This is an optimization exercise on Yosys and OpenROAD, whose aim is small area and a short achievable clock period, not a production implementation. Function was checked by simulation only, so behaviour that the tests miss may differ from the original. In every run shown here, the design's own scripts or RTL, not TritonCTS, make the clock network. The flow treats the clock pin as an ideal source. Dropping or thinning the clock tree relies on that and would not hold on a real chip. Power is estimated from default activity; no workload was simulated.

**flow/constraint.sdc**
```tcl
create_clock -name core_clock -period 10.0 [get_ports {hclk0}]
set_input_delay 2.0000 -clock core_clock [delete_from_list [all_inputs] [get_ports {hclk0}]]
set_output_delay 2.0000 -clock core_clock [all_outputs]
set_load 0.01 [all_outputs]
```
**flow/design.v**
```verilog
`timescale 1ns/100ps
package kws_pre_pkg;
  typedef logic [31:0]        word_t;          
  typedef logic signed [15:0] sample_t;        
  typedef logic [11:0]        addr_t;          
  localparam int unsigned n_coef     = 64;     
  localparam int unsigned coef_idx_w = 6;
  localparam int unsigned fifo_depth = 8;      
  localparam int unsigned fifo_ptr_w = 3;      
  localparam int unsigned count_w    = 4;      
  localparam int unsigned shift_w    = 4;
  typedef logic [coef_idx_w-1:0] coef_idx_t;
  typedef logic [count_w-1:0]    count_t;
  localparam addr_t ctrl_addr   = 12'h000;
  localparam addr_t status_addr = 12'h004;
  localparam addr_t data_addr   = 12'h008;     
  localparam addr_t result_addr = 12'h00C;     
  typedef struct packed {
    logic      wr_ctrl;
    logic      wr_data;
    logic      wr_coef;
    logic      rd_ctrl;
    logic      rd_status;
    logic      rd_result;
    coef_idx_t coef_idx;
  } reg_acc_t;
  typedef struct packed {
    logic               enable;
    logic [shift_w-1:0] shift;
    coef_idx_t          frame_len;
  } pre_cfg_t;
  typedef struct packed {
    sample_t value;
    logic    last;    
  } result_t;
endpackage
`timescale 1ns/100ps
module ahb_slave_port (
  input  logic                  hclk0,
  input  logic                  hrst_b0,
  input  logic                  hsel,
  input  logic [11:0]           haddr,
  input  logic [1:0]            htrans,
  input  logic                  hwrite,
  input  logic                  hready_in,
  output kws_pre_pkg::reg_acc_t reg_acc
);
  logic accept;      
  logic wr, rd;
  always_comb begin
    accept = hsel & hready_in & htrans[1];
    wr     = accept & hwrite;
    rd     = accept & ~hwrite;
  end
  always_ff @(posedge hclk0 or negedge hrst_b0) begin
    if (!hrst_b0) begin
      reg_acc.wr_ctrl   <= 1'b0;
      reg_acc.wr_data   <= 1'b0;
      reg_acc.wr_coef   <= 1'b0;
      reg_acc.rd_result <= 1'b0;
    end else begin
      reg_acc.wr_ctrl   <= wr & (haddr == kws_pre_pkg::ctrl_addr);
      reg_acc.wr_data   <= wr & (haddr == kws_pre_pkg::data_addr);
      reg_acc.wr_coef   <= wr & (haddr[11:8] == 4'h1);
      reg_acc.rd_result <= rd & (haddr == kws_pre_pkg::result_addr);
    end
  end
  always_ff @(posedge hclk0) begin
    reg_acc.rd_ctrl   <= rd & (haddr == kws_pre_pkg::ctrl_addr);
    reg_acc.rd_status <= rd & (haddr == kws_pre_pkg::status_addr);
    reg_acc.coef_idx  <= haddr[7:2];
  end
endmodule
`timescale 1ns/100ps
module pre_regs (
  input  logic                   hclk0,
  input  logic                   hrst_b0,
  input  kws_pre_pkg::reg_acc_t  reg_acc,
  input  logic [31:0]            hwdata,
  output kws_pre_pkg::word_t     hrdata,
  output kws_pre_pkg::pre_cfg_t  cfg,
  output logic                   sample_push,
  input  logic                   in_full,
  input  kws_pre_pkg::count_t    in_count,
  output logic                   result_pop,
  input  kws_pre_pkg::result_t   result,
  input  kws_pre_pkg::count_t    out_count,
  input  logic                   out_empty
);
  logic               overflow_q;     
  kws_pre_pkg::word_t rd_word;
  always_comb begin
    sample_push = reg_acc.wr_data & ~in_full;               
    result_pop  = reg_acc.rd_result & ~out_empty;
  end
  always_ff @(posedge hclk0 or negedge hrst_b0) begin
    if (!hrst_b0) begin
      cfg        <= '0;
      overflow_q <= 1'b0;
    end else begin
      if (reg_acc.wr_ctrl) begin
        cfg.enable    <= hwdata[0];
        cfg.shift     <= hwdata[7:4];
        cfg.frame_len <= hwdata[21:16];
      end
      if (reg_acc.wr_data && in_full) begin
        overflow_q <= 1'b1;
      end else if (reg_acc.wr_ctrl && hwdata[1]) begin
        overflow_q <= 1'b0;                                 
      end
    end
  end
  always_comb begin
    rd_word = '0;
    if (reg_acc.rd_ctrl) begin
      rd_word[0]     = cfg.enable;
      rd_word[7:4]   = cfg.shift;
      rd_word[21:16] = cfg.frame_len;
    end
    if (reg_acc.rd_status) begin
      rd_word[3:0]   = in_count;
      rd_word[11:8]  = out_count;
      rd_word[16]    = overflow_q;
    end
    if (reg_acc.rd_result && !out_empty) begin
      rd_word[31]    = 1'b1;
      rd_word[30]    = result.last;
      rd_word[29:0]  = {{14{result.value[15]}}, result.value};    
    end
  end
  always_ff @(posedge hclk0) begin
    hrdata <= rd_word;
  end
endmodule
`timescale 1ns/100ps
module coef_ram (
  input  logic                   hclk0,
  input  logic                   wr_en,
  input  kws_pre_pkg::coef_idx_t wr_index,
  input  kws_pre_pkg::sample_t   wr_value,
  input  logic [7:0]             rd_lo,       
  input  logic [7:0]             rd_hi,       
  output kws_pre_pkg::sample_t   rd_value
);
  kws_pre_pkg::sample_t mem [kws_pre_pkg::n_coef];
  kws_pre_pkg::sample_t grp [8];
  always_ff @(posedge hclk0) begin
    if (wr_en) begin
      mem[wr_index] <= wr_value;
    end
  end
  always_comb begin
    rd_value = '0;
    for (int h = 0; h < 8; h++) begin
      grp[h] = '0;
      for (int l = 0; l < 8; l++) begin
        grp[h] = grp[h] | (mem[8*h+l] & {16{rd_lo[l]}});
      end
      rd_value = rd_value | (grp[h] & {16{rd_hi[h]}});
    end
  end
endmodule
`timescale 1ns/100ps
module stream_fifo #(
  parameter int unsigned width = 16
) (
  input  logic                hclk0,
  input  logic                hrst_b0,
  input  logic                push,
  input  logic [width-1:0]    push_data,
  input  logic                pop,
  output logic [width-1:0]    pop_data,
  output logic                full,
  output logic                empty,
  output kws_pre_pkg::count_t count
);
  logic [width-1:0]                     mem [kws_pre_pkg::fifo_depth];
  logic [kws_pre_pkg::fifo_ptr_w-1:0]   wr_ptr;
  logic [kws_pre_pkg::fifo_ptr_w-1:0]   rd_ptr;
  always_ff @(posedge hclk0 or negedge hrst_b0) begin
    if (!hrst_b0) begin
      wr_ptr <= '0;
      rd_ptr <= '0;
      count  <= '0;
    end else begin
      if (push) begin
        wr_ptr <= wr_ptr + 1'b1;
      end
      if (pop) begin
        rd_ptr <= rd_ptr + 1'b1;
      end
      if (push != pop) begin
        count <= push ? count + 1'b1 : count - 1'b1;
      end
    end
  end
  always_ff @(posedge hclk0) begin
    if (push) begin
      mem[wr_ptr] <= push_data;
    end
  end
  always_comb begin
    pop_data = mem[rd_ptr];
    full     = count[3];                                
    empty    = (count == '0);
  end
endmodule
module result_queue (
  input  logic                 hclk0,
  input  logic                 hrst_b0,
  input  logic                 push,
  input  logic [31:0]          push_prod,
  input  logic [3:0]           push_shift,
  input  logic                 push_last,
  input  logic                 pop,
  output kws_pre_pkg::result_t pop_data,
  output logic                 empty,
  output kws_pre_pkg::count_t  count
);
  logic [16:0]          mem [kws_pre_pkg::fifo_depth];    
  logic [2:0]           wr_ptr;
  logic [2:0]           rd_ptr;
  logic                 st_valid;
  logic [2:0]           st_ptr;
  logic [31:0]          st_prod;
  logic [3:0]           st_shift;
  logic                 st_last;
  logic [15:0]          shifted;      
  logic [15:0]          keep;         
  logic [15:0]          st_value;
  logic [16:0]          st_data;
  always_ff @(posedge hclk0 or negedge hrst_b0) begin
    if (!hrst_b0) begin
      wr_ptr   <= '0;
      rd_ptr   <= '0;
      count    <= '0;
      st_valid <= 1'b0;
    end else begin
      st_valid <= push;
      if (push) begin
        wr_ptr <= wr_ptr + 1'b1;
      end
      if (pop) begin
        rd_ptr <= rd_ptr + 1'b1;
      end
      if (push != pop) begin
        count <= push ? count + 1'b1 : count - 1'b1;
      end
    end
  end
  always_comb begin
    shifted = 16'(st_prod[30:0] >> st_shift);
    for (int j = 0; j < 16; j++) begin
      keep[j] = (j >= st_shift) ? (st_prod[15+j] ~^ st_prod[31]) : 1'b1;
    end
    if (&keep) begin
      st_value = shifted;
    end else begin
      st_value = st_prod[31] ? 16'h8000 : 16'h7FFF;
    end
    st_data = {st_value, st_last};
  end
  always_ff @(posedge hclk0) begin
    st_prod  <= push_prod;
    st_shift <= push_shift;
    st_last  <= push_last;
    st_ptr   <= wr_ptr;
    if (st_valid) begin
      mem[st_ptr] <= st_data;
    end
  end
  always_comb begin
    pop_data = (st_valid && st_ptr == rd_ptr) ? st_data : mem[rd_ptr];
    empty    = (count == '0);
  end
endmodule
`timescale 1ns/100ps
module window_engine (
  input  logic                   hclk0,
  input  logic                   hrst_b0,
  input  kws_pre_pkg::pre_cfg_t  cfg,
  input  kws_pre_pkg::sample_t   in_data,
  input  logic                   in_empty,
  output logic                   in_pop,
  output logic [7:0]             coef_lo,
  output logic [7:0]             coef_hi,
  input  kws_pre_pkg::sample_t   coef_value,
  input  logic                   result_pop,
  output logic                   out_push,
  output logic [31:0]            out_prod,     
  output logic [3:0]             out_shift,
  output logic                   out_last
);
  logic [7:0]             fi_lo;
  logic [7:0]             fi_hi;
  logic                   frame_end;
  kws_pre_pkg::count_t    occupancy;    
  logic                   s1_valid;
  kws_pre_pkg::sample_t   s1_sample;
  logic [7:0]             s1_neg, s1_one, s1_two;
  logic                   s1_last;
  logic [31:0]            pp_sum, pp_carry;
  logic                   s2_valid;
  logic [31:0]            s2_sum, s2_carry;
  logic [3:0]             s2_shift;
  logic                   s2_last;
  always_comb begin
    frame_end = fi_lo[cfg.frame_len[2:0]] & fi_hi[cfg.frame_len[5:3]];
    in_pop    = cfg.enable & ~in_empty & ~occupancy[3];
    coef_lo   = fi_lo;
    coef_hi   = fi_hi;
  end
  always_ff @(posedge hclk0 or negedge hrst_b0) begin
    if (!hrst_b0) begin
      fi_lo    <= 8'h01;
      fi_hi    <= 8'h01;
      s1_valid  <= 1'b0;
      s2_valid  <= 1'b0;
      occupancy <= '0;
    end else begin
      if (in_pop != result_pop) begin
        occupancy <= in_pop ? occupancy + 1'b1 : occupancy - 1'b1;
      end
      s1_valid <= in_pop;
      s2_valid <= s1_valid;
      if (!cfg.enable || (in_pop && frame_end)) begin
        fi_lo <= 8'h01;
        fi_hi <= 8'h01;
      end else if (in_pop) begin
        fi_lo <= {fi_lo[6:0], fi_lo[7]};
        if (fi_lo[7]) begin
          fi_hi <= {fi_hi[6:0], fi_hi[7]};
        end
      end
    end
  end
  always_ff @(posedge hclk0) begin
    s1_sample <= in_data;
    for (int i = 0; i < 8; i++) begin
      s1_neg[i] <= coef_value[2*i+1];
      s1_one[i] <= coef_value[2*i] ^ ((i == 0) ? 1'b0 : coef_value[2*i-1]);
      s1_two[i] <= ( coef_value[2*i+1] & ~coef_value[2*i] & ~((i == 0) ? 1'b0 : coef_value[2*i-1])) |
                   (~coef_value[2*i+1] &  coef_value[2*i] &  ((i == 0) ? 1'b0 : coef_value[2*i-1]));
    end
    s1_last   <= frame_end;
    s2_sum    <= pp_sum;
    s2_carry  <= pp_carry;
    s2_shift  <= cfg.shift;
    s2_last   <= s1_last;
  end
  kws_mul_csa u_mul (
    .x       (s1_sample),
    .neg_i   (s1_neg),
    .one_i   (s1_one),
    .two_i   (s1_two),
    .sum_o   (pp_sum),
    .carry_o (pp_carry)
  );
  always_comb begin
    out_push  = s2_valid;
    out_prod  = s2_sum + s2_carry;
    out_shift = s2_shift;
    out_last  = s2_last;
  end
endmodule
module kws_mul_csa (
  input  logic [15:0] x,         
  input  logic [7:0]  neg_i,     
  input  logic [7:0]  one_i,
  input  logic [7:0]  two_i,
  output logic [31:0] sum_o,
  output logic [31:0] carry_o
);
  logic [7:0] neg, one, two;
  logic [16:0] pp0;
  logic [16:0] pp1;
  logic [16:0] pp2;
  logic [16:0] pp3;
  logic [16:0] pp4;
  logic [16:0] pp5;
  logic [16:0] pp6;
  logic [16:0] pp7;
  assign neg[0] = neg_i[0];
  assign one[0] = one_i[0];
  assign two[0] = two_i[0];
  assign pp0[0] = (one[0] & x[0]) ^ neg[0];
  assign pp0[1] = ((one[0] & x[1]) | (two[0] & x[0])) ^ neg[0];
  assign pp0[2] = ((one[0] & x[2]) | (two[0] & x[1])) ^ neg[0];
  assign pp0[3] = ((one[0] & x[3]) | (two[0] & x[2])) ^ neg[0];
  assign pp0[4] = ((one[0] & x[4]) | (two[0] & x[3])) ^ neg[0];
  assign pp0[5] = ((one[0] & x[5]) | (two[0] & x[4])) ^ neg[0];
  assign pp0[6] = ((one[0] & x[6]) | (two[0] & x[5])) ^ neg[0];
  assign pp0[7] = ((one[0] & x[7]) | (two[0] & x[6])) ^ neg[0];
  assign pp0[8] = ((one[0] & x[8]) | (two[0] & x[7])) ^ neg[0];
  assign pp0[9] = ((one[0] & x[9]) | (two[0] & x[8])) ^ neg[0];
  assign pp0[10] = ((one[0] & x[10]) | (two[0] & x[9])) ^ neg[0];
  assign pp0[11] = ((one[0] & x[11]) | (two[0] & x[10])) ^ neg[0];
  assign pp0[12] = ((one[0] & x[12]) | (two[0] & x[11])) ^ neg[0];
  assign pp0[13] = ((one[0] & x[13]) | (two[0] & x[12])) ^ neg[0];
  assign pp0[14] = ((one[0] & x[14]) | (two[0] & x[13])) ^ neg[0];
  assign pp0[15] = ((one[0] & x[15]) | (two[0] & x[14])) ^ neg[0];
  assign pp0[16] = ((one[0] & x[15]) | (two[0] & x[15])) ^ neg[0];
  assign neg[1] = neg_i[1];
  assign one[1] = one_i[1];
  assign two[1] = two_i[1];
  assign pp1[0] = (one[1] & x[0]) ^ neg[1];
  assign pp1[1] = ((one[1] & x[1]) | (two[1] & x[0])) ^ neg[1];
  assign pp1[2] = ((one[1] & x[2]) | (two[1] & x[1])) ^ neg[1];
  assign pp1[3] = ((one[1] & x[3]) | (two[1] & x[2])) ^ neg[1];
  assign pp1[4] = ((one[1] & x[4]) | (two[1] & x[3])) ^ neg[1];
  assign pp1[5] = ((one[1] & x[5]) | (two[1] & x[4])) ^ neg[1];
  assign pp1[6] = ((one[1] & x[6]) | (two[1] & x[5])) ^ neg[1];
  assign pp1[7] = ((one[1] & x[7]) | (two[1] & x[6])) ^ neg[1];
  assign pp1[8] = ((one[1] & x[8]) | (two[1] & x[7])) ^ neg[1];
  assign pp1[9] = ((one[1] & x[9]) | (two[1] & x[8])) ^ neg[1];
  assign pp1[10] = ((one[1] & x[10]) | (two[1] & x[9])) ^ neg[1];
  assign pp1[11] = ((one[1] & x[11]) | (two[1] & x[10])) ^ neg[1];
  assign pp1[12] = ((one[1] & x[12]) | (two[1] & x[11])) ^ neg[1];
  assign pp1[13] = ((one[1] & x[13]) | (two[1] & x[12])) ^ neg[1];
  assign pp1[14] = ((one[1] & x[14]) | (two[1] & x[13])) ^ neg[1];
  assign pp1[15] = ((one[1] & x[15]) | (two[1] & x[14])) ^ neg[1];
  assign pp1[16] = ((one[1] & x[15]) | (two[1] & x[15])) ^ neg[1];
  assign neg[2] = neg_i[2];
  assign one[2] = one_i[2];
  assign two[2] = two_i[2];
  assign pp2[0] = (one[2] & x[0]) ^ neg[2];
  assign pp2[1] = ((one[2] & x[1]) | (two[2] & x[0])) ^ neg[2];
  assign pp2[2] = ((one[2] & x[2]) | (two[2] & x[1])) ^ neg[2];
  assign pp2[3] = ((one[2] & x[3]) | (two[2] & x[2])) ^ neg[2];
  assign pp2[4] = ((one[2] & x[4]) | (two[2] & x[3])) ^ neg[2];
  assign pp2[5] = ((one[2] & x[5]) | (two[2] & x[4])) ^ neg[2];
  assign pp2[6] = ((one[2] & x[6]) | (two[2] & x[5])) ^ neg[2];
  assign pp2[7] = ((one[2] & x[7]) | (two[2] & x[6])) ^ neg[2];
  assign pp2[8] = ((one[2] & x[8]) | (two[2] & x[7])) ^ neg[2];
  assign pp2[9] = ((one[2] & x[9]) | (two[2] & x[8])) ^ neg[2];
  assign pp2[10] = ((one[2] & x[10]) | (two[2] & x[9])) ^ neg[2];
  assign pp2[11] = ((one[2] & x[11]) | (two[2] & x[10])) ^ neg[2];
  assign pp2[12] = ((one[2] & x[12]) | (two[2] & x[11])) ^ neg[2];
  assign pp2[13] = ((one[2] & x[13]) | (two[2] & x[12])) ^ neg[2];
  assign pp2[14] = ((one[2] & x[14]) | (two[2] & x[13])) ^ neg[2];
  assign pp2[15] = ((one[2] & x[15]) | (two[2] & x[14])) ^ neg[2];
  assign pp2[16] = ((one[2] & x[15]) | (two[2] & x[15])) ^ neg[2];
  assign neg[3] = neg_i[3];
  assign one[3] = one_i[3];
  assign two[3] = two_i[3];
  assign pp3[0] = (one[3] & x[0]) ^ neg[3];
  assign pp3[1] = ((one[3] & x[1]) | (two[3] & x[0])) ^ neg[3];
  assign pp3[2] = ((one[3] & x[2]) | (two[3] & x[1])) ^ neg[3];
  assign pp3[3] = ((one[3] & x[3]) | (two[3] & x[2])) ^ neg[3];
  assign pp3[4] = ((one[3] & x[4]) | (two[3] & x[3])) ^ neg[3];
  assign pp3[5] = ((one[3] & x[5]) | (two[3] & x[4])) ^ neg[3];
  assign pp3[6] = ((one[3] & x[6]) | (two[3] & x[5])) ^ neg[3];
  assign pp3[7] = ((one[3] & x[7]) | (two[3] & x[6])) ^ neg[3];
  assign pp3[8] = ((one[3] & x[8]) | (two[3] & x[7])) ^ neg[3];
  assign pp3[9] = ((one[3] & x[9]) | (two[3] & x[8])) ^ neg[3];
  assign pp3[10] = ((one[3] & x[10]) | (two[3] & x[9])) ^ neg[3];
  assign pp3[11] = ((one[3] & x[11]) | (two[3] & x[10])) ^ neg[3];
  assign pp3[12] = ((one[3] & x[12]) | (two[3] & x[11])) ^ neg[3];
  assign pp3[13] = ((one[3] & x[13]) | (two[3] & x[12])) ^ neg[3];
  assign pp3[14] = ((one[3] & x[14]) | (two[3] & x[13])) ^ neg[3];
  assign pp3[15] = ((one[3] & x[15]) | (two[3] & x[14])) ^ neg[3];
  assign pp3[16] = ((one[3] & x[15]) | (two[3] & x[15])) ^ neg[3];
  assign neg[4] = neg_i[4];
  assign one[4] = one_i[4];
  assign two[4] = two_i[4];
  assign pp4[0] = (one[4] & x[0]) ^ neg[4];
  assign pp4[1] = ((one[4] & x[1]) | (two[4] & x[0])) ^ neg[4];
  assign pp4[2] = ((one[4] & x[2]) | (two[4] & x[1])) ^ neg[4];
  assign pp4[3] = ((one[4] & x[3]) | (two[4] & x[2])) ^ neg[4];
  assign pp4[4] = ((one[4] & x[4]) | (two[4] & x[3])) ^ neg[4];
  assign pp4[5] = ((one[4] & x[5]) | (two[4] & x[4])) ^ neg[4];
  assign pp4[6] = ((one[4] & x[6]) | (two[4] & x[5])) ^ neg[4];
  assign pp4[7] = ((one[4] & x[7]) | (two[4] & x[6])) ^ neg[4];
  assign pp4[8] = ((one[4] & x[8]) | (two[4] & x[7])) ^ neg[4];
  assign pp4[9] = ((one[4] & x[9]) | (two[4] & x[8])) ^ neg[4];
  assign pp4[10] = ((one[4] & x[10]) | (two[4] & x[9])) ^ neg[4];
  assign pp4[11] = ((one[4] & x[11]) | (two[4] & x[10])) ^ neg[4];
  assign pp4[12] = ((one[4] & x[12]) | (two[4] & x[11])) ^ neg[4];
  assign pp4[13] = ((one[4] & x[13]) | (two[4] & x[12])) ^ neg[4];
  assign pp4[14] = ((one[4] & x[14]) | (two[4] & x[13])) ^ neg[4];
  assign pp4[15] = ((one[4] & x[15]) | (two[4] & x[14])) ^ neg[4];
  assign pp4[16] = ((one[4] & x[15]) | (two[4] & x[15])) ^ neg[4];
  assign neg[5] = neg_i[5];
  assign one[5] = one_i[5];
  assign two[5] = two_i[5];
  assign pp5[0] = (one[5] & x[0]) ^ neg[5];
  assign pp5[1] = ((one[5] & x[1]) | (two[5] & x[0])) ^ neg[5];
  assign pp5[2] = ((one[5] & x[2]) | (two[5] & x[1])) ^ neg[5];
  assign pp5[3] = ((one[5] & x[3]) | (two[5] & x[2])) ^ neg[5];
  assign pp5[4] = ((one[5] & x[4]) | (two[5] & x[3])) ^ neg[5];
  assign pp5[5] = ((one[5] & x[5]) | (two[5] & x[4])) ^ neg[5];
  assign pp5[6] = ((one[5] & x[6]) | (two[5] & x[5])) ^ neg[5];
  assign pp5[7] = ((one[5] & x[7]) | (two[5] & x[6])) ^ neg[5];
  assign pp5[8] = ((one[5] & x[8]) | (two[5] & x[7])) ^ neg[5];
  assign pp5[9] = ((one[5] & x[9]) | (two[5] & x[8])) ^ neg[5];
  assign pp5[10] = ((one[5] & x[10]) | (two[5] & x[9])) ^ neg[5];
  assign pp5[11] = ((one[5] & x[11]) | (two[5] & x[10])) ^ neg[5];
  assign pp5[12] = ((one[5] & x[12]) | (two[5] & x[11])) ^ neg[5];
  assign pp5[13] = ((one[5] & x[13]) | (two[5] & x[12])) ^ neg[5];
  assign pp5[14] = ((one[5] & x[14]) | (two[5] & x[13])) ^ neg[5];
  assign pp5[15] = ((one[5] & x[15]) | (two[5] & x[14])) ^ neg[5];
  assign pp5[16] = ((one[5] & x[15]) | (two[5] & x[15])) ^ neg[5];
  assign neg[6] = neg_i[6];
  assign one[6] = one_i[6];
  assign two[6] = two_i[6];
  assign pp6[0] = (one[6] & x[0]) ^ neg[6];
  assign pp6[1] = ((one[6] & x[1]) | (two[6] & x[0])) ^ neg[6];
  assign pp6[2] = ((one[6] & x[2]) | (two[6] & x[1])) ^ neg[6];
  assign pp6[3] = ((one[6] & x[3]) | (two[6] & x[2])) ^ neg[6];
  assign pp6[4] = ((one[6] & x[4]) | (two[6] & x[3])) ^ neg[6];
  assign pp6[5] = ((one[6] & x[5]) | (two[6] & x[4])) ^ neg[6];
  assign pp6[6] = ((one[6] & x[6]) | (two[6] & x[5])) ^ neg[6];
  assign pp6[7] = ((one[6] & x[7]) | (two[6] & x[6])) ^ neg[6];
  assign pp6[8] = ((one[6] & x[8]) | (two[6] & x[7])) ^ neg[6];
  assign pp6[9] = ((one[6] & x[9]) | (two[6] & x[8])) ^ neg[6];
  assign pp6[10] = ((one[6] & x[10]) | (two[6] & x[9])) ^ neg[6];
  assign pp6[11] = ((one[6] & x[11]) | (two[6] & x[10])) ^ neg[6];
  assign pp6[12] = ((one[6] & x[12]) | (two[6] & x[11])) ^ neg[6];
  assign pp6[13] = ((one[6] & x[13]) | (two[6] & x[12])) ^ neg[6];
  assign pp6[14] = ((one[6] & x[14]) | (two[6] & x[13])) ^ neg[6];
  assign pp6[15] = ((one[6] & x[15]) | (two[6] & x[14])) ^ neg[6];
  assign pp6[16] = ((one[6] & x[15]) | (two[6] & x[15])) ^ neg[6];
  assign neg[7] = neg_i[7];
  assign one[7] = one_i[7];
  assign two[7] = two_i[7];
  assign pp7[0] = (one[7] & x[0]) ^ neg[7];
  assign pp7[1] = ((one[7] & x[1]) | (two[7] & x[0])) ^ neg[7];
  assign pp7[2] = ((one[7] & x[2]) | (two[7] & x[1])) ^ neg[7];
  assign pp7[3] = ((one[7] & x[3]) | (two[7] & x[2])) ^ neg[7];
  assign pp7[4] = ((one[7] & x[4]) | (two[7] & x[3])) ^ neg[7];
  assign pp7[5] = ((one[7] & x[5]) | (two[7] & x[4])) ^ neg[7];
  assign pp7[6] = ((one[7] & x[6]) | (two[7] & x[5])) ^ neg[7];
  assign pp7[7] = ((one[7] & x[7]) | (two[7] & x[6])) ^ neg[7];
  assign pp7[8] = ((one[7] & x[8]) | (two[7] & x[7])) ^ neg[7];
  assign pp7[9] = ((one[7] & x[9]) | (two[7] & x[8])) ^ neg[7];
  assign pp7[10] = ((one[7] & x[10]) | (two[7] & x[9])) ^ neg[7];
  assign pp7[11] = ((one[7] & x[11]) | (two[7] & x[10])) ^ neg[7];
  assign pp7[12] = ((one[7] & x[12]) | (two[7] & x[11])) ^ neg[7];
  assign pp7[13] = ((one[7] & x[13]) | (two[7] & x[12])) ^ neg[7];
  assign pp7[14] = ((one[7] & x[14]) | (two[7] & x[13])) ^ neg[7];
  assign pp7[15] = ((one[7] & x[15]) | (two[7] & x[14])) ^ neg[7];
  assign pp7[16] = ((one[7] & x[15]) | (two[7] & x[15])) ^ neg[7];
  logic s0, c0;
  assign s0 = pp0[10] ^ pp1[8];
  assign c0 = pp0[10] & pp1[8];
  logic s1, c1;
  assign s1 = pp0[11] ^ pp1[9];
  assign c1 = pp0[11] & pp1[9];
  logic s2, c2;
  assign s2 = pp0[12] ^ pp1[10] ^ pp2[8];
  assign c2 = (pp0[12] & pp1[10]) | (pp0[12] & pp2[8]) | (pp1[10] & pp2[8]);
  logic s3, c3;
  assign s3 = pp3[6] ^ pp4[4];
  assign c3 = pp3[6] & pp4[4];
  logic s4, c4;
  assign s4 = pp0[13] ^ pp1[11] ^ pp2[9];
  assign c4 = (pp0[13] & pp1[11]) | (pp0[13] & pp2[9]) | (pp1[11] & pp2[9]);
  logic s5, c5;
  assign s5 = pp3[7] ^ pp4[5];
  assign c5 = pp3[7] & pp4[5];
  logic s6, c6;
  assign s6 = pp0[14] ^ pp1[12] ^ pp2[10];
  assign c6 = (pp0[14] & pp1[12]) | (pp0[14] & pp2[10]) | (pp1[12] & pp2[10]);
  logic s7, c7;
  assign s7 = pp3[8] ^ pp4[6] ^ pp5[4];
  assign c7 = (pp3[8] & pp4[6]) | (pp3[8] & pp5[4]) | (pp4[6] & pp5[4]);
  logic s8, c8;
  assign s8 = pp6[2] ^ pp7[0];
  assign c8 = pp6[2] & pp7[0];
  logic s9, c9;
  assign s9 = pp0[15] ^ pp1[13] ^ pp2[11];
  assign c9 = (pp0[15] & pp1[13]) | (pp0[15] & pp2[11]) | (pp1[13] & pp2[11]);
  logic s10, c10;
  assign s10 = pp3[9] ^ pp4[7] ^ pp5[5];
  assign c10 = (pp3[9] & pp4[7]) | (pp3[9] & pp5[5]) | (pp4[7] & pp5[5]);
  logic s11, c11;
  assign s11 = pp6[3] ^ pp7[1];
  assign c11 = pp6[3] & pp7[1];
  logic s12, c12;
  assign s12 = pp0[16] ^ pp1[14] ^ pp2[12];
  assign c12 = (pp0[16] & pp1[14]) | (pp0[16] & pp2[12]) | (pp1[14] & pp2[12]);
  logic s13, c13;
  assign s13 = pp3[10] ^ pp4[8] ^ pp5[6];
  assign c13 = (pp3[10] & pp4[8]) | (pp3[10] & pp5[6]) | (pp4[8] & pp5[6]);
  logic s14, c14;
  assign s14 = pp6[4] ^ pp7[2];
  assign c14 = pp6[4] & pp7[2];
  logic s15, c15;
  assign s15 = pp0[16] ^ pp1[15] ^ pp2[13];
  assign c15 = (pp0[16] & pp1[15]) | (pp0[16] & pp2[13]) | (pp1[15] & pp2[13]);
  logic s16, c16;
  assign s16 = pp3[11] ^ pp4[9] ^ pp5[7];
  assign c16 = (pp3[11] & pp4[9]) | (pp3[11] & pp5[7]) | (pp4[9] & pp5[7]);
  logic s17, c17;
  assign s17 = pp6[5] ^ pp7[3];
  assign c17 = pp6[5] & pp7[3];
  logic s18, c18;
  assign s18 = ~pp0[16] ^ ~pp1[16] ^ pp2[14];
  assign c18 = (~pp0[16] & ~pp1[16]) | (~pp0[16] & pp2[14]) | (~pp1[16] & pp2[14]);
  logic s19, c19;
  assign s19 = pp3[12] ^ pp4[10] ^ pp5[8];
  assign c19 = (pp3[12] & pp4[10]) | (pp3[12] & pp5[8]) | (pp4[10] & pp5[8]);
  logic s20, c20;
  assign s20 = pp6[6] ^ pp7[4];
  assign c20 = pp6[6] & pp7[4];
  logic s21, c21;
  assign s21 = 1'b1 ^ pp2[15] ^ pp3[13];
  assign c21 = (1'b1 & pp2[15]) | (1'b1 & pp3[13]) | (pp2[15] & pp3[13]);
  logic s22, c22;
  assign s22 = pp4[11] ^ pp5[9] ^ pp6[7];
  assign c22 = (pp4[11] & pp5[9]) | (pp4[11] & pp6[7]) | (pp5[9] & pp6[7]);
  logic s23, c23;
  assign s23 = ~pp2[16] ^ pp3[14] ^ pp4[12];
  assign c23 = (~pp2[16] & pp3[14]) | (~pp2[16] & pp4[12]) | (pp3[14] & pp4[12]);
  logic s24, c24;
  assign s24 = 1'b1 ^ pp3[15];
  assign c24 = 1'b1 & pp3[15];
  logic s25, c25;
  assign s25 = pp0[6] ^ pp1[4];
  assign c25 = pp0[6] & pp1[4];
  logic s26, c26;
  assign s26 = pp0[7] ^ pp1[5];
  assign c26 = pp0[7] & pp1[5];
  logic s27, c27;
  assign s27 = pp0[8] ^ pp1[6] ^ pp2[4];
  assign c27 = (pp0[8] & pp1[6]) | (pp0[8] & pp2[4]) | (pp1[6] & pp2[4]);
  logic s28, c28;
  assign s28 = pp3[2] ^ pp4[0];
  assign c28 = pp3[2] & pp4[0];
  logic s29, c29;
  assign s29 = pp0[9] ^ pp1[7] ^ pp2[5];
  assign c29 = (pp0[9] & pp1[7]) | (pp0[9] & pp2[5]) | (pp1[7] & pp2[5]);
  logic s30, c30;
  assign s30 = pp3[3] ^ pp4[1];
  assign c30 = pp3[3] & pp4[1];
  logic s31, c31;
  assign s31 = pp2[6] ^ pp3[4] ^ pp4[2];
  assign c31 = (pp2[6] & pp3[4]) | (pp2[6] & pp4[2]) | (pp3[4] & pp4[2]);
  logic s32, c32;
  assign s32 = pp5[0] ^ neg[5] ^ s0;
  assign c32 = (pp5[0] & neg[5]) | (pp5[0] & s0) | (neg[5] & s0);
  logic s33, c33;
  assign s33 = pp2[7] ^ pp3[5] ^ pp4[3];
  assign c33 = (pp2[7] & pp3[5]) | (pp2[7] & pp4[3]) | (pp3[5] & pp4[3]);
  logic s34, c34;
  assign s34 = pp5[1] ^ c0 ^ s1;
  assign c34 = (pp5[1] & c0) | (pp5[1] & s1) | (c0 & s1);
  logic s35, c35;
  assign s35 = pp5[2] ^ pp6[0] ^ neg[6];
  assign c35 = (pp5[2] & pp6[0]) | (pp5[2] & neg[6]) | (pp6[0] & neg[6]);
  logic s36, c36;
  assign s36 = c1 ^ s2 ^ s3;
  assign c36 = (c1 & s2) | (c1 & s3) | (s2 & s3);
  logic s37, c37;
  assign s37 = pp5[3] ^ pp6[1] ^ c2;
  assign c37 = (pp5[3] & pp6[1]) | (pp5[3] & c2) | (pp6[1] & c2);
  logic s38, c38;
  assign s38 = c3 ^ s4 ^ s5;
  assign c38 = (c3 & s4) | (c3 & s5) | (s4 & s5);
  logic s39, c39;
  assign s39 = neg[7] ^ c4 ^ c5;
  assign c39 = (neg[7] & c4) | (neg[7] & c5) | (c4 & c5);
  logic s40, c40;
  assign s40 = s6 ^ s7 ^ s8;
  assign c40 = (s6 & s7) | (s6 & s8) | (s7 & s8);
  logic s41, c41;
  assign s41 = c6 ^ c7 ^ c8;
  assign c41 = (c6 & c7) | (c6 & c8) | (c7 & c8);
  logic s42, c42;
  assign s42 = s9 ^ s10 ^ s11;
  assign c42 = (s9 & s10) | (s9 & s11) | (s10 & s11);
  logic s43, c43;
  assign s43 = c9 ^ c10 ^ c11;
  assign c43 = (c9 & c10) | (c9 & c11) | (c10 & c11);
  logic s44, c44;
  assign s44 = s12 ^ s13 ^ s14;
  assign c44 = (s12 & s13) | (s12 & s14) | (s13 & s14);
  logic s45, c45;
  assign s45 = c12 ^ c13 ^ c14;
  assign c45 = (c12 & c13) | (c12 & c14) | (c13 & c14);
  logic s46, c46;
  assign s46 = s15 ^ s16 ^ s17;
  assign c46 = (s15 & s16) | (s15 & s17) | (s16 & s17);
  logic s47, c47;
  assign s47 = c15 ^ c16 ^ c17;
  assign c47 = (c15 & c16) | (c15 & c17) | (c16 & c17);
  logic s48, c48;
  assign s48 = s18 ^ s19 ^ s20;
  assign c48 = (s18 & s19) | (s18 & s20) | (s19 & s20);
  logic s49, c49;
  assign s49 = pp7[5] ^ c18 ^ c19;
  assign c49 = (pp7[5] & c18) | (pp7[5] & c19) | (c18 & c19);
  logic s50, c50;
  assign s50 = c20 ^ s21 ^ s22;
  assign c50 = (c20 & s21) | (c20 & s22) | (s21 & s22);
  logic s51, c51;
  assign s51 = pp5[10] ^ pp6[8] ^ pp7[6];
  assign c51 = (pp5[10] & pp6[8]) | (pp5[10] & pp7[6]) | (pp6[8] & pp7[6]);
  logic s52, c52;
  assign s52 = c21 ^ c22 ^ s23;
  assign c52 = (c21 & c22) | (c21 & s23) | (c22 & s23);
  logic s53, c53;
  assign s53 = pp4[13] ^ pp5[11] ^ pp6[9];
  assign c53 = (pp4[13] & pp5[11]) | (pp4[13] & pp6[9]) | (pp5[11] & pp6[9]);
  logic s54, c54;
  assign s54 = pp7[7] ^ c23 ^ s24;
  assign c54 = (pp7[7] & c23) | (pp7[7] & s24) | (c23 & s24);
  logic s55, c55;
  assign s55 = ~pp3[16] ^ pp4[14] ^ pp5[12];
  assign c55 = (~pp3[16] & pp4[14]) | (~pp3[16] & pp5[12]) | (pp4[14] & pp5[12]);
  logic s56, c56;
  assign s56 = pp6[10] ^ pp7[8] ^ c24;
  assign c56 = (pp6[10] & pp7[8]) | (pp6[10] & c24) | (pp7[8] & c24);
  logic s57, c57;
  assign s57 = 1'b1 ^ pp4[15] ^ pp5[13];
  assign c57 = (1'b1 & pp4[15]) | (1'b1 & pp5[13]) | (pp4[15] & pp5[13]);
  logic s58, c58;
  assign s58 = pp6[11] ^ pp7[9];
  assign c58 = pp6[11] & pp7[9];
  logic s59, c59;
  assign s59 = ~pp4[16] ^ pp5[14] ^ pp6[12];
  assign c59 = (~pp4[16] & pp5[14]) | (~pp4[16] & pp6[12]) | (pp5[14] & pp6[12]);
  logic s60, c60;
  assign s60 = 1'b1 ^ pp5[15];
  assign c60 = 1'b1 & pp5[15];
  logic s61, c61;
  assign s61 = pp0[4] ^ pp1[2];
  assign c61 = pp0[4] & pp1[2];
  logic s62, c62;
  assign s62 = pp0[5] ^ pp1[3];
  assign c62 = pp0[5] & pp1[3];
  logic s63, c63;
  assign s63 = pp2[2] ^ pp3[0] ^ neg[3];
  assign c63 = (pp2[2] & pp3[0]) | (pp2[2] & neg[3]) | (pp3[0] & neg[3]);
  logic s64, c64;
  assign s64 = pp2[3] ^ pp3[1] ^ c25;
  assign c64 = (pp2[3] & pp3[1]) | (pp2[3] & c25) | (pp3[1] & c25);
  logic s65, c65;
  assign s65 = neg[4] ^ c26 ^ s27;
  assign c65 = (neg[4] & c26) | (neg[4] & s27) | (c26 & s27);
  logic s66, c66;
  assign s66 = c27 ^ c28 ^ s29;
  assign c66 = (c27 & c28) | (c27 & s29) | (c28 & s29);
  logic s67, c67;
  assign s67 = c29 ^ c30 ^ s31;
  assign c67 = (c29 & c30) | (c29 & s31) | (c30 & s31);
  logic s68, c68;
  assign s68 = c31 ^ c32 ^ s33;
  assign c68 = (c31 & c32) | (c31 & s33) | (c32 & s33);
  logic s69, c69;
  assign s69 = c33 ^ c34 ^ s35;
  assign c69 = (c33 & c34) | (c33 & s35) | (c34 & s35);
  logic s70, c70;
  assign s70 = c35 ^ c36 ^ s37;
  assign c70 = (c35 & c36) | (c35 & s37) | (c36 & s37);
  logic s71, c71;
  assign s71 = c37 ^ c38 ^ s39;
  assign c71 = (c37 & c38) | (c37 & s39) | (c38 & s39);
  logic s72, c72;
  assign s72 = c39 ^ c40 ^ s41;
  assign c72 = (c39 & c40) | (c39 & s41) | (c40 & s41);
  logic s73, c73;
  assign s73 = c41 ^ c42 ^ s43;
  assign c73 = (c41 & c42) | (c41 & s43) | (c42 & s43);
  logic s74, c74;
  assign s74 = c43 ^ c44 ^ s45;
  assign c74 = (c43 & c44) | (c43 & s45) | (c44 & s45);
  logic s75, c75;
  assign s75 = c45 ^ c46 ^ s47;
  assign c75 = (c45 & c46) | (c45 & s47) | (c46 & s47);
  logic s76, c76;
  assign s76 = c47 ^ c48 ^ s49;
  assign c76 = (c47 & c48) | (c47 & s49) | (c48 & s49);
  logic s77, c77;
  assign s77 = c49 ^ c50 ^ s51;
  assign c77 = (c49 & c50) | (c49 & s51) | (c50 & s51);
  logic s78, c78;
  assign s78 = c51 ^ c52 ^ s53;
  assign c78 = (c51 & c52) | (c51 & s53) | (c52 & s53);
  logic s79, c79;
  assign s79 = c53 ^ c54 ^ s55;
  assign c79 = (c53 & c54) | (c53 & s55) | (c54 & s55);
  logic s80, c80;
  assign s80 = c55 ^ c56 ^ s57;
  assign c80 = (c55 & c56) | (c55 & s57) | (c56 & s57);
  logic s81, c81;
  assign s81 = pp7[10] ^ c57 ^ c58;
  assign c81 = (pp7[10] & c57) | (pp7[10] & c58) | (c57 & c58);
  logic s82, c82;
  assign s82 = pp6[13] ^ pp7[11] ^ c59;
  assign c82 = (pp6[13] & pp7[11]) | (pp6[13] & c59) | (pp7[11] & c59);
  logic s83, c83;
  assign s83 = ~pp5[16] ^ pp6[14] ^ pp7[12];
  assign c83 = (~pp5[16] & pp6[14]) | (~pp5[16] & pp7[12]) | (pp6[14] & pp7[12]);
  logic s84, c84;
  assign s84 = 1'b1 ^ pp6[15];
  assign c84 = 1'b1 & pp6[15];
  logic s85, c85;
  assign s85 = pp0[2] ^ pp1[0];
  assign c85 = pp0[2] & pp1[0];
  logic s86, c86;
  assign s86 = pp0[3] ^ pp1[1];
  assign c86 = pp0[3] & pp1[1];
  logic s87, c87;
  assign s87 = pp2[0] ^ neg[2] ^ s61;
  assign c87 = (pp2[0] & neg[2]) | (pp2[0] & s61) | (neg[2] & s61);
  logic s88, c88;
  assign s88 = pp2[1] ^ c61 ^ s62;
  assign c88 = (pp2[1] & c61) | (pp2[1] & s62) | (c61 & s62);
  logic s89, c89;
  assign s89 = s25 ^ c62 ^ s63;
  assign c89 = (s25 & c62) | (s25 & s63) | (c62 & s63);
  logic s90, c90;
  assign s90 = s26 ^ c63 ^ s64;
  assign c90 = (s26 & c63) | (s26 & s64) | (c63 & s64);
  logic s91, c91;
  assign s91 = s28 ^ c64 ^ s65;
  assign c91 = (s28 & c64) | (s28 & s65) | (c64 & s65);
  logic s92, c92;
  assign s92 = s30 ^ c65 ^ s66;
  assign c92 = (s30 & c65) | (s30 & s66) | (c65 & s66);
  logic s93, c93;
  assign s93 = s32 ^ c66 ^ s67;
  assign c93 = (s32 & c66) | (s32 & s67) | (c66 & s67);
  logic s94, c94;
  assign s94 = s34 ^ c67 ^ s68;
  assign c94 = (s34 & c67) | (s34 & s68) | (c67 & s68);
  logic s95, c95;
  assign s95 = s36 ^ c68 ^ s69;
  assign c95 = (s36 & c68) | (s36 & s69) | (c68 & s69);
  logic s96, c96;
  assign s96 = s38 ^ c69 ^ s70;
  assign c96 = (s38 & c69) | (s38 & s70) | (c69 & s70);
  logic s97, c97;
  assign s97 = s40 ^ c70 ^ s71;
  assign c97 = (s40 & c70) | (s40 & s71) | (c70 & s71);
  logic s98, c98;
  assign s98 = s42 ^ c71 ^ s72;
  assign c98 = (s42 & c71) | (s42 & s72) | (c71 & s72);
  logic s99, c99;
  assign s99 = s44 ^ c72 ^ s73;
  assign c99 = (s44 & c72) | (s44 & s73) | (c72 & s73);
  logic s100, c100;
  assign s100 = s46 ^ c73 ^ s74;
  assign c100 = (s46 & c73) | (s46 & s74) | (c73 & s74);
  logic s101, c101;
  assign s101 = s48 ^ c74 ^ s75;
  assign c101 = (s48 & c74) | (s48 & s75) | (c74 & s75);
  logic s102, c102;
  assign s102 = s50 ^ c75 ^ s76;
  assign c102 = (s50 & c75) | (s50 & s76) | (c75 & s76);
  logic s103, c103;
  assign s103 = s52 ^ c76 ^ s77;
  assign c103 = (s52 & c76) | (s52 & s77) | (c76 & s77);
  logic s104, c104;
  assign s104 = s54 ^ c77 ^ s78;
  assign c104 = (s54 & c77) | (s54 & s78) | (c77 & s78);
  logic s105, c105;
  assign s105 = s56 ^ c78 ^ s79;
  assign c105 = (s56 & c78) | (s56 & s79) | (c78 & s79);
  logic s106, c106;
  assign s106 = s58 ^ c79 ^ s80;
  assign c106 = (s58 & c79) | (s58 & s80) | (c79 & s80);
  logic s107, c107;
  assign s107 = s59 ^ c80 ^ s81;
  assign c107 = (s59 & c80) | (s59 & s81) | (c80 & s81);
  logic s108, c108;
  assign s108 = s60 ^ c81 ^ s82;
  assign c108 = (s60 & c81) | (s60 & s82) | (c81 & s82);
  logic s109, c109;
  assign s109 = c60 ^ c82 ^ s83;
  assign c109 = (c60 & c82) | (c60 & s83) | (c82 & s83);
  logic s110, c110;
  assign s110 = pp7[13] ^ c83 ^ s84;
  assign c110 = (pp7[13] & c83) | (pp7[13] & s84) | (c83 & s84);
  logic s111, c111;
  assign s111 = ~pp6[16] ^ pp7[14] ^ c84;
  assign c111 = (~pp6[16] & pp7[14]) | (~pp6[16] & c84) | (pp7[14] & c84);
  logic s112, c112;
  assign s112 = 1'b1 ^ pp7[15];
  assign c112 = 1'b1 & pp7[15];
  assign sum_o[0] = pp0[0];
  assign carry_o[0] = neg[0];
  assign sum_o[1] = pp0[1];
  assign carry_o[1] = 1'b0;
  assign sum_o[2] = neg[1];
  assign carry_o[2] = s85;
  assign sum_o[3] = c85;
  assign carry_o[3] = s86;
  assign sum_o[4] = c86;
  assign carry_o[4] = s87;
  assign sum_o[5] = c87;
  assign carry_o[5] = s88;
  assign sum_o[6] = c88;
  assign carry_o[6] = s89;
  assign sum_o[7] = c89;
  assign carry_o[7] = s90;
  assign sum_o[8] = c90;
  assign carry_o[8] = s91;
  assign sum_o[9] = c91;
  assign carry_o[9] = s92;
  assign sum_o[10] = c92;
  assign carry_o[10] = s93;
  assign sum_o[11] = c93;
  assign carry_o[11] = s94;
  assign sum_o[12] = c94;
  assign carry_o[12] = s95;
  assign sum_o[13] = c95;
  assign carry_o[13] = s96;
  assign sum_o[14] = c96;
  assign carry_o[14] = s97;
  assign sum_o[15] = c97;
  assign carry_o[15] = s98;
  assign sum_o[16] = c98;
  assign carry_o[16] = s99;
  assign sum_o[17] = c99;
  assign carry_o[17] = s100;
  assign sum_o[18] = c100;
  assign carry_o[18] = s101;
  assign sum_o[19] = c101;
  assign carry_o[19] = s102;
  assign sum_o[20] = c102;
  assign carry_o[20] = s103;
  assign sum_o[21] = c103;
  assign carry_o[21] = s104;
  assign sum_o[22] = c104;
  assign carry_o[22] = s105;
  assign sum_o[23] = c105;
  assign carry_o[23] = s106;
  assign sum_o[24] = c106;
  assign carry_o[24] = s107;
  assign sum_o[25] = c107;
  assign carry_o[25] = s108;
  assign sum_o[26] = c108;
  assign carry_o[26] = s109;
  assign sum_o[27] = c109;
  assign carry_o[27] = s110;
  assign sum_o[28] = c110;
  assign carry_o[28] = s111;
  assign sum_o[29] = c111;
  assign carry_o[29] = s112;
  assign sum_o[30] = ~pp7[16];
  assign carry_o[30] = c112;
  assign sum_o[31] = 1'b1;
  assign carry_o[31] = 1'b0;
endmodule
`timescale 1ns/100ps
module kws_preprocess_top (
  input  logic                  hclk0,
  input  logic                  hrst_b0,
  input  logic                  hsel,
  input  logic [11:0]           haddr,
  input  logic [1:0]            htrans,
  input  logic                  hwrite,
  input  logic [31:0]           hwdata,
  input  logic                  hready_in,
  output logic [31:0]           hrdata
);
  kws_pre_pkg::reg_acc_t  reg_acc;
  kws_pre_pkg::pre_cfg_t  cfg;
  logic                   sample_push;
  logic                   in_full;
  logic                   in_empty;
  kws_pre_pkg::count_t    in_count;
  logic                   in_pop;
  kws_pre_pkg::sample_t   in_data;
  logic [7:0]             coef_lo;
  logic [7:0]             coef_hi;
  kws_pre_pkg::sample_t   coef_value;
  logic                   out_push;
  logic [31:0]            out_prod;
  logic [3:0]             out_shift;
  logic                   out_last;
  logic                   result_pop;
  kws_pre_pkg::result_t   result;
  kws_pre_pkg::count_t    out_count;
  logic                   out_empty;
  ahb_slave_port u_port (
    .hclk0     (hclk0),
    .hrst_b0   (hrst_b0),
    .hsel      (hsel),
    .haddr     (haddr),
    .htrans    (htrans),
    .hwrite    (hwrite),
    .hready_in (hready_in),
    .reg_acc   (reg_acc)
  );
  pre_regs u_regs (
    .hclk0       (hclk0),
    .hrst_b0     (hrst_b0),
    .reg_acc     (reg_acc),
    .hwdata      (hwdata),
    .hrdata      (hrdata),
    .cfg         (cfg),
    .sample_push (sample_push),
    .in_full     (in_full),
    .in_count    (in_count),
    .result_pop  (result_pop),
    .result      (result),
    .out_count   (out_count),
    .out_empty   (out_empty)
  );
  coef_ram u_coef (
    .hclk0    (hclk0),
    .wr_en    (reg_acc.wr_coef),
    .wr_index (reg_acc.coef_idx),
    .wr_value (hwdata[15:0]),
    .rd_lo    (coef_lo),
    .rd_hi    (coef_hi),
    .rd_value (coef_value)
  );
  stream_fifo #(.width(16)) u_in_fifo (
    .hclk0     (hclk0),
    .hrst_b0   (hrst_b0),
    .push      (sample_push),
    .push_data (hwdata[15:0]),
    .pop       (in_pop),
    .pop_data  (in_data),
    .full      (in_full),
    .empty     (in_empty),
    .count     (in_count)
  );
  window_engine u_engine (
    .hclk0      (hclk0),
    .hrst_b0    (hrst_b0),
    .cfg        (cfg),
    .in_data    (in_data),
    .in_empty   (in_empty),
    .in_pop     (in_pop),
    .coef_lo    (coef_lo),
    .coef_hi    (coef_hi),
    .coef_value (coef_value),
    .result_pop (result_pop),
    .out_push   (out_push),
    .out_prod   (out_prod),
    .out_shift  (out_shift),
    .out_last   (out_last)
  );
  result_queue u_out_fifo (
    .hclk0     (hclk0),
    .hrst_b0   (hrst_b0),
    .push       (out_push),
    .push_prod  (out_prod),
    .push_shift (out_shift),
    .push_last  (out_last),
    .pop       (result_pop),
    .pop_data  (result),
    .empty     (out_empty),
    .count     (out_count)
  );
endmodule
```
**flow/flow/run.sh**
```bash
#!/bin/bash
# Standard layout with two changes:
#  - the clock tree is built by flow/manual_cts.tcl (sourced as the PRE_CTS_TCL
#    hook; it takes the place of TritonCTS): a balanced two-level tree of
#    clkbuf_16, four roots on the clock port, each driving the leaf buffers of
#    one quarter of the core;
#  - timing repair is aimed below the clock period: repair_timing works on
#    every path with less than SETUP_SLACK_MARGIN slack, resizing and swapping
#    gates (unbuffer,sizeup,swap,clone) rather than adding buffers.
set -euo pipefail
bash standard.sh SETUP_SLACK_MARGIN=7.1 SETUP_MOVE_SEQUENCE=unbuffer,sizeup,swap,clone PRE_CTS_TCL="$PWD/flow/manual_cts.tcl" finish > standard_flow.log 2>&1
```
**flow/flow/manual_cts.tcl**
```tcl
# Hook sourced before clock_tree_synthesis (PRE_CTS_TCL): replaces TritonCTS
# with a two-level clock tree. The clock port drives NROOT root buffers (one
# per region of the core); each root drives the leaf buffers of its region,
# and each leaf buffer drives a cluster of about equal size of nearby flops.
rename clock_tree_synthesis tritoncts_clock_tree_synthesis

proc kws_split {items key n} {
  # split items ({x y ...} lists) into n groups of about equal size by key
  set s [lsort -real -index $key $items]
  set len [llength $s]
  set out {}
  for {set i 0} {$i < $n} {incr i} {
    set a [expr {($i * $len) / $n}]
    set b [expr {(($i + 1) * $len) / $n - 1}]
    lappend out [lrange $s $a $b]
  }
  return $out
}

proc kws_centroid {items} {
  set sx 0.0; set sy 0.0
  foreach it $items { set sx [expr {$sx + [lindex $it 0]}]; set sy [expr {$sy + [lindex $it 1]}] }
  set n [llength $items]
  return [list [expr {int($sx / $n)}] [expr {int($sy / $n)}]]
}

proc clock_tree_synthesis {args} {
  set rx [expr {[info exists ::env(KWS_ROOT_X)] ? $::env(KWS_ROOT_X) : 2}]
  set ry [expr {[info exists ::env(KWS_ROOT_Y)] ? $::env(KWS_ROOT_Y) : 2}]
  set lx [expr {[info exists ::env(KWS_LEAF_X)] ? $::env(KWS_LEAF_X) : 3}]
  set ly [expr {[info exists ::env(KWS_LEAF_Y)] ? $::env(KWS_LEAF_Y) : 5}]
  set root_cell [expr {[info exists ::env(KWS_ROOT_CELL)] ? $::env(KWS_ROOT_CELL) : "sky130_fd_sc_hd__clkbuf_16"}]
  set leaf_cell [expr {[info exists ::env(KWS_LEAF_CELL)] ? $::env(KWS_LEAF_CELL) : "sky130_fd_sc_hd__clkbuf_16"}]
  set db [ord::get_db]
  set block [ord::get_db_block]
  set clk [$block findNet hclk0]
  $clk setSigType CLOCK
  set rmaster [$db findMaster $root_cell]
  set lmaster [$db findMaster $leaf_cell]
  # sinks: every instance pin on the clock net
  set sinks {}
  foreach it [$clk getITerms] {
    set xy [$it getAvgXY]
    if {[lindex $xy 0] == 0} {
      set inst [$it getInst]
      set bb [$inst getBBox]
      set xy [list 1 [expr {([$bb xMin] + [$bb xMax]) / 2}] [expr {([$bb yMin] + [$bb yMax]) / 2}]]
    }
    lappend sinks [list [lindex $xy 1] [lindex $xy 2] $it]
  }
  puts "manual cts: [llength $sinks] sinks, roots ${rx}x${ry}, leaves per root ${lx}x${ly}"
  set r 0; set l 0
  foreach col [kws_split $sinks 0 $rx] {
    foreach region [kws_split $col 1 $ry] {
      set rname "clkroot_$r"
      set rnet [odb::dbNet_create $block "${rname}_net"]
      $rnet setSigType CLOCK
      set leaves {}
      foreach lcol [kws_split $region 0 $lx] {
        foreach cl [kws_split $lcol 1 $ly] {
          if {[llength $cl] == 0} continue
          set c [kws_centroid $cl]
          set lname "clkleaf_$l"
          set linst [odb::dbInst_create $block $lmaster $lname]
          $linst setLocation [lindex $c 0] [lindex $c 1]
          $linst setPlacementStatus PLACED
          set lnet [odb::dbNet_create $block "${lname}_net"]
          $lnet setSigType CLOCK
          foreach s $cl {
            set it [lindex $s 2]
            $it disconnect
            $it connect $lnet
          }
          [$linst findITerm X] connect $lnet
          [$linst findITerm A] connect $rnet
          lappend leaves [list [lindex $c 0] [lindex $c 1]]
          incr l
        }
      }
      set c [kws_centroid $leaves]
      set rinst [odb::dbInst_create $block $rmaster $rname]
      $rinst setLocation [lindex $c 0] [lindex $c 1]
      $rinst setPlacementStatus PLACED
      [$rinst findITerm X] connect $rnet
      [$rinst findITerm A] connect $clk
      incr r
    }
  }
  puts "manual cts: $r roots, $l leaves"
  global_connect
  set_propagated_clock [all_clocks]
}
```
**flow/config.mk**
```make
export PLATFORM = sky130hd
export DESIGN_NAME = kws_preprocess_top
export DESIGN_NICKNAME = kws_preprocess_top
export VERILOG_FILES = /design/flow/design.v
export SDC_FILE = /design/flow/constraint.sdc
export NUM_CORES = 4
export LEC_CHECK = 0
export CAP_MARGIN = 20
export CORE_MARGIN = 2
export CORE_UTILIZATION = 60
export SLEW_MARGIN = 20
```
**flow/standard.sh**
```bash
#!/bin/bash
# synth_recipe.tcl (not shown) runs the flow's synth.tcl, then flattens the netlist and writes it again
# the make line also repeats each setting of config.mk as NAME=value (left out here)
make -C /OpenROAD-flow-scripts/flow DESIGN_CONFIG=/design/flow/config.mk WORK_HOME=/design/flow/orfs CLKGATE_MAP_FILE= SYNTH_SCRIPT=/design/flow/synth_recipe.tcl "${@:-finish}"
```
==> results.yml, run 1 <==
outcome:
  status: "no timing/DRC/antenna violations"
clock_network:
  path_clk_slew_ns: 0.10
  postCtsSetupRepairBufs: 0
  clock_latency_ns: 0.50
  postCtsHoldBufs: 0
detailed_routing:
  vias: 35693
  routed_wl_um: 169000
  drtPass1Iterations: 6
  routedWlPerCell_um: 32.4
  via_per_inst: 6.85
  drt_iter0_drc: 5036
  ant_nets: 0
  drc: 0
sta:
  setup_tns_ns: 0
  rsz0062_at_grt: "yes"
  clock_skew_ns: 0.0228
  fmax_mhz: 315
  post-route-min-period_ns: 3.18
  max_slew_margin_pct: 19.1
  slew_viol_final: 0
  worstMarginPinSlew_ns: 1.21
  finalSetupViolCount: 0
  hold_viol: 0
  period_share_pct: 31.8
grt:
  busiest_layer: "met2"
  overflow: 0
  grt.met3_usage_pct: 3.37
  use_met1_pct: 42.4
  grt_pass1_vias: 34705
  use_met2_pct: 51.4
  grt_max_degree: 131
  grt_pass1_wl_um: 235000
  track_usage_pct: 30.9
  grt_antenna_before_repair: 4
synthesis:
  ys_types: 75
  ys_top_cells_by_area: "edfxtp_1 (63%), a22oi_1 (8.1%), dfxtp_1 (5.8%)"
  async_flop_share_pct: 3.87
  yosysTopAreaCellShare_pct: 63.0
  yosysSeqAreaShare_pct: 71.2
  dominantRegCellSynth: "edfxtp_1"
  synth_edf_count: 1288
  netlist_area_um2: 61400
  yosys_warnings: 7
  synth_cells: 3801
  syn_area_per_cell_um2: 16.2
  synth-seq-cells: 1526
  synth_fp_nets: 4001
  yosysTopAreaCell: "edfxtp_1"
final_layout:
  finalNonFillerCells: 5211
  area_delta_synth_final_pct: 10.2
  fin_nets: 4043
  drive_gt1_share_pct: 17.6
  n_fill_cell: 6942
  post-route-cell-area_um2: 67700
  utilization_pct: 66.7
power_and_ir_drop:
  power.internal_w: 0.00804
  switching_share_pct: 18.9
  power_frac_comb_pct: 1.5
  ir_worst_vdd_v: 0.000181
  power_frac_clock_pct: 29.1
  seqPwrFrac_pct: 69.4
  power_w: 0.00991
  switchingPower_w: 0.00187
  power_leakage_nw: 21.6
  power_density_nw_per_um2: 146
placement:
  dpl_cell_area_um2: 63900
  gp_congestion: 0.838
  dp_cells: 5095
  port_buffers: 71
  hpwlAfterDp_um: 89600
critical_path:
  cp.arrival_ns: 3.61
  cp_max_fo: 9
  endpoint_kind: "flop"
  crit_path_start_kind: "flop"
  worstPathRequired_ns: 10.43
  crit_type: "reg -> reg"
die:
  dieArea_um2: 105000
  start_util_pct: 60.5
  core_um2: 102000
  die_x_um: 324
  dieHeight_um: 324
  io_pins: 83
  core.rowCount: 117
run:
  maxCapViolCount: 0
worst_hold_path:
  hp-class: "reg -> reg"
## worst paths after layout
| check | from | end | slack, ns | cells past startpoint |
|---|---|---|---|---|
| min in group asynchronous | hrst_b0 | u_out_fifo.wr_ptr[1] | 1.69 | 2 |
| max in group asynchronous | hrst_b0 | u_engine.fi_lo[1] | 7.69 | 2 |
| max | u_out_fifo.st_shift[2] | u_regs.hrdata[11] | 6.82 | 11 |
| min reg2reg | u_engine.s2_shift[0] | u_out_fifo.st_shift[0] | 0.33 | 0 |
| max reg2reg | u_out_fifo.st_shift[2] | u_regs.hrdata[11] | 6.82 | 11 |
| min | u_engine.s2_shift[0] | u_out_fifo.st_shift[0] | 0.33 | 0 |
## Yosys cell counts (all sizes together) (3+ instances only)
master   count
mux2i       66
o21a         8
and4         9
a22oi      665
xor2        64
or2          3
and2        10
or3          3
nor2       138
nand3       13
o21bai       3
a22o        22
xnor2      124
nor4         3
ha          61
buf         66
nand3b       6
a221o       17
o31a         3
nor3        19
a31oi        4
nand4b       3
fa          88
o311ai       3
dfrtp       57
a21oi       67
a41oi       23
nand2       80
a31o         4
o21ai       59
a21o        23
edfxtp    1288
o211ai       5
o31ai        4
mux2        40
a2111oi      4
mux4        82
nor2b       10
a211oi      10
nand4      115
dfxtp      179
clkbuf     210
inv        102
a21boi       3
nand2b      11
## cell families after synthesis
logic type                 synth area share [%]
AOI/OAI and AO/OA                          11.3
xor gates and xnor gates                   2.68
adders and majority gates                  4.13
buffers and inverters                      2.41
DFF                                        71.2
muxes                                      4.81
and+or+nand+nor                            3.50
## state kept, by name, indices dropped and copies added (netlist names), 16 cells and up
register and flops:
u_out_fifo.mem 136, u_engine.s2_carry 30, u_in_fifo.mem 128, u_coef.mem 1024, u_regs.hrdata 24, u_engine.s1_sample 16
u_engine.s2_sum 31, u_out_fifo.st_prod 32
## worst max-delay path, cell delays in order, from the launching register on
cell and delay, ns:
dfxtp_2 0.39, buf_12 0.14, nand2_4 0.05, a2111o_1 0.39, o21ai_2 0.17, nand3_1 0.10, a211o_1 0.33, a221oi_4 0.55
clkbuf_16 0.31, o211ai_1 0.24, o21ai_2 0.23, a221o_1 0.18
## through the flow
| stage | hold WS [ns] | setup WS [ns] |
|---|---|---|
| 3_3_place_gp | 0.313 | 6.43 |
| 5_1_grt | 0.335 | 6.74 |
| 2_1_floorplan | 0.310 | 7.04 |
| 4_1_cts | 0.333 | 6.86 |
| 3_5_place_dp | 0.314 | 6.39 |
| 6_report | 0.332 | 6.82 |
## area by class of cell
type | count | area [um2] | area share (%)
repair buffers | 237 | 2760 | 4.07
diodes | 2 | 5.00 | 0.00739
plain buffers | 64 | 1600 | 2.37
flip-flops and latches | 1526 | 43900 | 64.9
multi-input cells | 1909 | 17300 | 25.6
well taps | 1368 | 1710 | 2.53
inverters | 104 | 394 | 0.582
repair inverters | 1 | 7.51 | 0.0111
## cell usage in the layout, fill, tap and decap left out, drive strengths merged, types with 4 or more instances in the layout
master and n:
a41oi 23, xor2 64, and4 9, clkdlybuf4s50 22, a31oi 4, and2 10
a21oi 67, a211oi 10, o21ai 62, nor3 19, a22o 22, a31o 4
nand3 13, nand2b 11, nand2 80, a21o 23, bufbuf 6, mux2 40
o21a 8, nor2b 10, edfxtp 1288, mux4 82, buf 195, nor2 138
o211ai 5, ha 61, a22oi 665, o31ai 4, xnor2 124, nand4 115
inv 101, a2111oi 4, clkbuf 78, dfrtp 57, mux2i 77, fa 88
nand3b 6, dfxtp 179, a221o 17
## layer usage
metal | up-vias | part of all wire [%]
li1 | 15023 | -
met1 | 18365 | 38
met2 | 1974 | 48
met3 | 327 | 9.1
met4 | 4 | 4.5
met5 | - | 0.021
## power groups by stage
stage	combinational [W]	clock, W	sequential, W
5_1_grt	0.000160	0.00311	0.00688
6_report	0.000151	0.00288	0.00688
4_1_cts	0.000148	0.00291	0.00688
3_5_place_dp	0.000145	0	0.00703
3_3_place_gp	0.000138	0	0.00703
2_1_floorplan	0.0000307	0	0.00703
## what timing repair did
action                                  CTS  global route
resized for setup                       363           122
endpoints found under the hold margin     0             0
pin swaps                                45            74
endpoints found under the setup margin  256           226
gates cloned                             27            23
==> run 2, diff against run 1 <==
--- a/flow/flow/run.sh
+++ b/flow/flow/run.sh
@@ -8,4 +8,4 @@
 #    every path with less than SETUP_SLACK_MARGIN slack, resizing and swapping
 #    gates (unbuffer,sizeup,swap,clone) rather than adding buffers.
 set -euo pipefail
-bash standard.sh SETUP_SLACK_MARGIN=7.1 SETUP_MOVE_SEQUENCE=unbuffer,sizeup,swap,clone PRE_CTS_TCL="$PWD/flow/manual_cts.tcl" finish > standard_flow.log 2>&1
+bash standard.sh SETUP_SLACK_MARGIN=7.25 SETUP_MOVE_SEQUENCE=unbuffer,sizeup,swap,clone PRE_CTS_TCL="$PWD/flow/manual_cts.tcl" finish > standard_flow.log 2>&1
==> run 2 against run 1 <==
Compared with the run above:
- flip-flop and latch count unchanged
- total power increased by 0.16%
- via count decreased by 0.10%
- synthesized cell count unchanged
- cell count about the same
- highest routed layer unchanged
- wire length increased by 1.5%
- sequential power about the same
- die area unchanged
- utilization increased by 0.56 points
- final area increased by 0.84%
- critical path depth decreased by 1
==> results.yml, run 2 <==
sta:
  worstMarginPinSlew_ns: 1.37
  clock_skew_ns: 0.0547
  fin_ws_ns: 6.80
  rsz0062_at_grt: "yes"
  finalSetupViolCount: 0
  hold_viol: 0
  post-route-min-period_ns: 3.20
  setup_tns_ns: 0
  max_slew_margin_pct: 8.40
  fmax_mhz: 312
  period_share_pct: 32.0
synthesis:
  ys_types: 75
  netlist_area_um2: 61400
  synth_fp_nets: 4001
  synth_cells: 3801
  ys_top_cells_by_area: "edfxtp_1 (63%), a22oi_1 (8.1%), dfxtp_1 (5.8%)"
  yosysSeqAreaShare_pct: 71.2
  syn_area_per_cell_um2: 16.2
  yosys_warnings: 7
  synth-seq-cells: 1526
  yosysTopAreaCell: "edfxtp_1"
  async_flop_share_pct: 3.87
  synth_common_cells: "edfxtp_1 (1,288), a22oi_1 (665), clkbuf_1 (210)"
  synth_edf_count: 1288
  yosysMostFrequentCell: "edfxtp_1"
  yosysTopAreaCellShare_pct: 63.0
final_layout:
  post-route-cell-area_um2: 68300
  finalNonFillerCells: 5215
  fin_nets: 4048
  seqCellArea_um2: 43900
  drive_gt1_share_pct: 19.5
  largest_register_ffs: 1024
  layout_common_cells: "edfxtp_1 (1,288), a22oi_1 (588), nor2_1 (131), dfxtp_1 (131)"
placement:
  dp_cells: 5105
  hpwlAfterDp_um: 91700
  dp_slack_ns: 6.12
  port_buffers: 71
  gp_congestion: 0.836
  dpl_cell_area_um2: 64200
detailed_routing:
  ant_nets: 0
  vias: 35657
  via_per_inst: 6.84
  routedWlPerCell_um: 32.9
  drtPass1Iterations: 8
  drc: 0
  drt_iter0_drc: 4375
grt:
  grt_pass1_vias: 34809
  grt_antenna_before_repair: 2
  track_usage_pct: 32.2
  grt_max_degree: 74
  grt_pass1_wl_um: 242000
die:
  io_pins: 83
  die_x_um: 324
  start_util_pct: 60.5
  core_um2: 102000
  core.rowCount: 117
  dieArea_um2: 105000
critical_path:
  crit_type: "reg -> reg"
  cp_max_fo: 6
  critical-path-max-stage-delay_ns: 0.47
  worstPathRequired_ns: 10.39
  endpoint_kind: "flop"
outcome:
  status: "no timing/DRC/antenna violations"
clock_network:
  postCtsHoldBufs: 0
  path_clk_slew_ns: 0.12
  clock_latency_ns: 0.52
power_and_ir_drop:
  ir_worst_vdd_v: 0.000204
  power_leakage_nw: 21.7
  power_density_nw_per_um2: 145
run:
  maxCapViolCount: 0
worst_hold_path:
  hp-class: "reg -> reg"
run 2: power breakdown:
group          internal (W)  switching (W)  total [W]
registers           0.00687      0.0000117    0.00688
clock network       0.00114        0.00175    0.00289
logic             0.0000317       0.000120   0.000152
run 2: layer usage:
metal / global-route usage (%) / wire [um] / share of wire [%]
met1: 43.0 / 63500 / 37
met2: 53.9 / 83400 / 49
met3: 4.50 / 15900 / 9.3
met4: 13.1 / 8600 / 5.0
met5: 0 / 52 / 0.030
run 2: area by class of cell:
class | instances | share of cell area (%)
diodes | 1 | 0.00366
plain buffers | 64 | 2.35
inverters | 104 | 0.583
multi-input cells | 1901 | 25.9
flip-flops and latches | 1526 | 64.3
well taps | 1368 | 2.51
repair buffers | 251 | 4.40
run 2: cells by family (layout without fill, tap and decap cells):
family	count (synthesis)	in the layout	share of synthesized area, %
muxes	188	194	4.81
xor gates and xnor gates	188	188	2.68
buffers and inverters	380	419	2.41
DFF	1526	1526	71.2
other	0	1	0
and+or+nand+nor	429	429	3.50
AOI/OAI and AO/OA	940	940	11.3
adders and majority gates	150	150	4.13
run 2: worst paths after layout:
path / from / endpoint / slack (ns) / cells past startpoint
max: u_engine.s2_carry[13] / u_out_fifo.st_prod[29] / 6.80 / 10
min: u_engine.s2_shift[1] / u_out_fifo.st_shift[1] / 0.33 / 0
max reg2reg: u_engine.s2_carry[13] / u_out_fifo.st_prod[29] / 6.80 / 10
min reg2reg: u_engine.s2_shift[1] / u_out_fifo.st_shift[1] / 0.33 / 0
max in group asynchronous: hrst_b0 / u_engine.fi_lo[3] / 7.72 / 2
min in group asynchronous: hrst_b0 / u_regs.cfg[2] / 1.69 / 2
run 2: timing repair:
| action | in CTS | in global routing |
|---|---|---|
| resized for setup | 440 | 90 |
| pin swaps | 102 | 71 |
| setup buffers | 0 | 0 |
| cloned | 38 | 7 |
| setup endpoints to repair | 274 | 220 |
run 2: stage by stage:
step,total power [W],util [%],hold slack (ns)
floorplan,0.00706,-,0.310
global placement,0.00717,63.2,0.317
detailed placement,0.00718,63.2,0.315
CTS,0.00994,66.7,0.334
global route,0.0102,67.2,0.344
finish,0.00993,67.2,0.332
run 2: critical path: cells and delay by family, from the launching register on:
| family | cells | cell delay (ns) |
|---|---|---|
| flip-flops | 1 | 0.35 |
| AND/OR/NAND/NOR | 3 | 0.89 |
| adder cells (fa/ha/maj) | 1 | 0.25 |
| AO/OA/AOI/OAI | 6 | 1.59 |

Check on run 2: ideal ports give 6.797 ns setup slack; a clkbuf_16 on the clock port and buf_2 on the inputs give 6.797 ns; moving port delays by the midpoint clock arrival (0.650 ns) as well gives 6.757 ns.
